From an optimization exercise on the open Yosys and OpenROAD flow, aimed at small area; shortcuts taken in it are not production practice.
Function was checked by simulation only, so behaviour that the tests miss may differ from the original.
Power figures rest on the tool's default switching activity, not on a simulated workload.

==> inputs of run a <==
## memory_writer
module memory_writer (
    input  logic                                CLK,
    input  logic                                RESET,
    input  mw_pkg::word_t                       s_tdata,
    input  logic                                s_tvalid,
    output logic                                s_tready,
    output mw_pkg::aw_beat_t                    aw,
    output logic                                awvalid,
    input  logic                                awready,
    output logic [2:0]                          awsize,
    output logic [1:0]                          awburst,
    output mw_pkg::w_beat_t                     w,
    output logic                                wvalid,
    input  logic                                wready,
    output logic [mw_pkg::BYTES_PER_WORD-1:0]   wstrb,
    input  logic                                bvalid,
    output logic                                bready,
    input  mw_pkg::mem_cfg_t                    cfg,
    input  logic                                run,
    input  logic                                stop,
    output logic                                status,
    output logic                                done,
    output mw_pkg::bytes_t                      transmitted_bytes,
    output mw_pkg::addr_t                       current_address
);
Settings: LEC_CHECK=0, CAP_MARGIN=5, CORE_MARGIN=2, CORE_UTILIZATION=65, SLEW_MARGIN=5, SYNTH_HIERARCHICAL=1, SYNTH_MINIMUM_KEEP_SIZE=0; clock period 6.0 ns.
run.sh (not shown) runs the stock make flow with config.mk's settings and CLKGATE_MAP_FILE= SYNTH_SCRIPT=/design/flow/synth_recipe.tcl, a recipe that flattens the netlist after the stock synthesis.
==> run b: changes against run a <==
--- a/flow/design.v
+++ b/flow/design.v
@@ -72,30 +72,31 @@
     logic [31:0][31:0] q;
     logic [5:0]        cm1;
     logic              push;
     logic              pop;
     logic              flush;
     logic              full;
-    logic [32:0]       sel;
+    logic [31:0]       sel;
     logic [10:0]       nterm [0:31];
     mw_pkg::word_t     rd_word;
     for (genvar b = 0; b < 32; b++) begin : g_bit
-        for (genvar g = 0; g < 11; g++) begin : g_grp
+        for (genvar g = 0; g < 10; g++) begin : g_grp
             mw_aoi222 aoi_i (
                 .s ({sel[3*g+2], sel[3*g+1], sel[3*g]}),
-                .d ({(3*g+2 < 32) ? q[(3*g+2) % 32][b] : 1'b0, q[3*g+1][b], q[3*g][b]}),
+                .d ({q[3*g+2][b], q[3*g+1][b], q[3*g][b]}),
                 .y (nterm[b][g])
             );
         end
+        assign nterm[b][10] = ~((sel[31] & q[31][b]) | (sel[30] & q[30][b]));
     end
     always_comb begin
         full     = (cm1 == 6'd31);
         s_tready = status && !full;
         push     = s_tvalid && s_tready;
-        for (int i = 0; i < 33; i++) begin
-            sel[i] = (i < 32) && (cm1[4:0] == 5'(i));
+        for (int i = 0; i < 32; i++) begin
+            sel[i] = (cm1[4:0] == 5'(i));
         end
         for (int b = 0; b < 32; b++) begin
             rd_word[b] = ~&nterm[b];
         end
     end
     always_ff @(posedge CLK) begin
@@ -145,33 +146,39 @@
     logic [3:0]  min_b;
     logic [3:0]  plan_m1;
     logic        in_ring;
     logic [29:0] run_w;
     logic        last_burst;
     logic        wraps;
-    logic [30:0] tx_sum;
-    logic [30:0] next_sum;
-    function automatic logic [30:0] add30(input logic [29:0] a, input logic [29:0] b,
-                                          input logic ci);
-        logic c;
-        c = ci;
-        for (int i = 0; i < 30; i++) begin
-            add30[i] = a[i] ^ b[i] ^ c;
-            c        = (a[i] & b[i]) | (c & (a[i] ^ b[i]));
-        end
-        add30[30] = c;
-    endfunction
+    logic [29:0] tx_sum;
+    logic [29:0] next_sum;
     function automatic logic sum_hi_zero(input logic [29:0] a, input logic [29:0] b,
                                          input logic c4);
         logic z;
         z = ((a[4] ^ b[4]) == c4);
         for (int i = 5; i < 30; i++) begin
             z = z & ((a[i] ^ b[i]) == (a[i-1] | b[i-1]));
         end
         sum_hi_zero = z;
     endfunction
+    function automatic logic [29:0] bump30(input logic [29:0] a, input logic [3:0] n);
+        logic [4:0] lo;
+        logic       c;
+        logic       cb;
+        lo = {1'b0, a[3:0]} + {1'b0, n} + 5'd1;
+        bump30[3:0] = lo[3:0];
+        cb = lo[4];
+        for (int k = 4; k < 30; k += 4) begin
+            c = cb;
+            for (int i = k; i < k + 4 && i < 30; i++) begin
+                bump30[i] = a[i] ^ c;
+                c         = c & a[i];
+            end
+            cb = cb & ((k + 4 <= 30) ? &a[k +: 4] : &a[29:28]);
+        end
+    endfunction
     function automatic logic ge30(input logic [29:0] a, input logic [29:0] b);
         logic c;
         c = 1'b1;
         for (int i = 0; i < 30; i++) begin
             c = (a[i] & ~b[i]) | (c & (a[i] | ~b[i]));
         end
@@ -200,14 +207,14 @@
         min_b      = (p_m1 < h_m1) ? p_m1 : h_m1;
         plan_m1    = (min_a < min_b) ? min_a : min_b;
         in_ring    = ge30(next_w, cfg.base_addr[31:2]) && !ge30(next_w, cfg.high_addr[31:2]);
         run_w      = in_ring ? next_w : cfg.base_addr[31:2];
         last_burst = rem_small && (rem_lo[3:0] == len_m1);
         wraps      = high_small && (high_lo[3:0] == len_m1);
-        tx_sum     = add30(tx_w, {26'd0, len_m1}, 1'b1);
-        next_sum   = add30(next_w, {26'd0, len_m1}, 1'b1);
+        tx_sum     = bump30(tx_w, len_m1);
+        next_sum   = bump30(next_w, len_m1);
     end
     assign awsize            = mw_pkg::AXI_AWSIZE;
     assign awburst           = mw_pkg::AXI_AWBURST_INCR;
     assign wstrb             = mw_pkg::AXI_WSTRB_ALL;     
     assign aw                = {awaddr_w, 2'b00, 4'h0, len_m1};
     assign w                 = {rd_word, wlast};
Settings changed: CAP_MARGIN 5 to 20, CORE_UTILIZATION 65 to 40, CTS_CLUSTER_DIAMETER from default to 100, CTS_CLUSTER_SIZE from default to 30, SLEW_MARGIN 5 to 20.
==> qor summary <==
|  | run b | run a |
|---|---|---|
| Filler-free cell count of the finished design | 4600 | 4167 |
| Slew @ Worst Pin | 1.056 ns | 1.215 ns |
| Sequential share of cell area | 65.26% | 62.34% |
| Period Utilization, post-route | 93.80% | 105.2% |
| Number of placement rows | 124 | 97 |
| Met3 Usage GRT | 3.146% | 5.297% |
| Crit-path max FO | 21 | 2 |
| Via count of the first global-routing pass | 25948 | 27951 |
| Wirelength, routed | 116000 um | 116400 um |
| ANT cells | 0 | 1 |
| Fillcell total | 9907 | 3852 |
| Portion of the post-synthesis area used by sequential elements | 74.71% | 74.78% |
| Overall track demand over capacity in global routing | 19.23% | 31.54% |
| Setup repair after global routing missed its margin | no | yes |
| Yosys warns | 9 | 8 |
| Depth of the critical timing path with buffers and inverters included | 8 | 34 |
| Mux share of post-synthesis cell area | 0.7882% | 0.7534% |
| Number of CTS-inserted buffers | 50 | 111 |
| Source of the critical timing path | cm1[1] | len_m1[0] |
| CP Capture Type | output pin | flop |
| Width of the die | 342.1 um | 269.1 um |
| Combinational share of power | 10.5% | 7.6% |
| Result of the run | complete, no violations | complete, but fails checks |
| Reasons for failing layout checks | - | setup timing |
| Area of the mapped netlist | 45720 sq um | 45670 sq um |
| Placeable core area | 113900 sq um | 69790 sq um |
| P_comb | 1.68 mW | 1.42 mW |

-- separate check: timing with driven ports --
No port has a modelled driver above. Below, the same layouts with a new extraction and two added sets of constraints.
Step 1 sets driving cells, clkbuf_16 on the clock port and buf_2 on the other inputs (assumed; they add their load-dependent delay and slew).
Step 2 adds t to the input delays and takes it off the output delays; t is the mean of the earliest and latest rising clock arrival at the registers after step 1. Input paths then give back, and output paths get back, about the clock's delay inside the block.
a / b / c = ideal ports / drivers / drivers and shift; a / b = the first two.
run | t, ns | slack for setup (ns) | latest minus earliest clock arrival (ns) | worst register clock-pin slew, ns | cell pins on the clock port's net
run a | 0.745 | -0.312 / -0.312 / -0.312 | 0.029 / 0.028 | 0.07 / 0.07 | 1
run b | 0.754 | 0.372 / 0.304 / 0.244 | 0.077 / 0.076 | 0.11 / 0.11 | 1
The setup slack of run b, which loses most, moves by -0.068 ns with the drivers and by -0.128 ns with both steps.
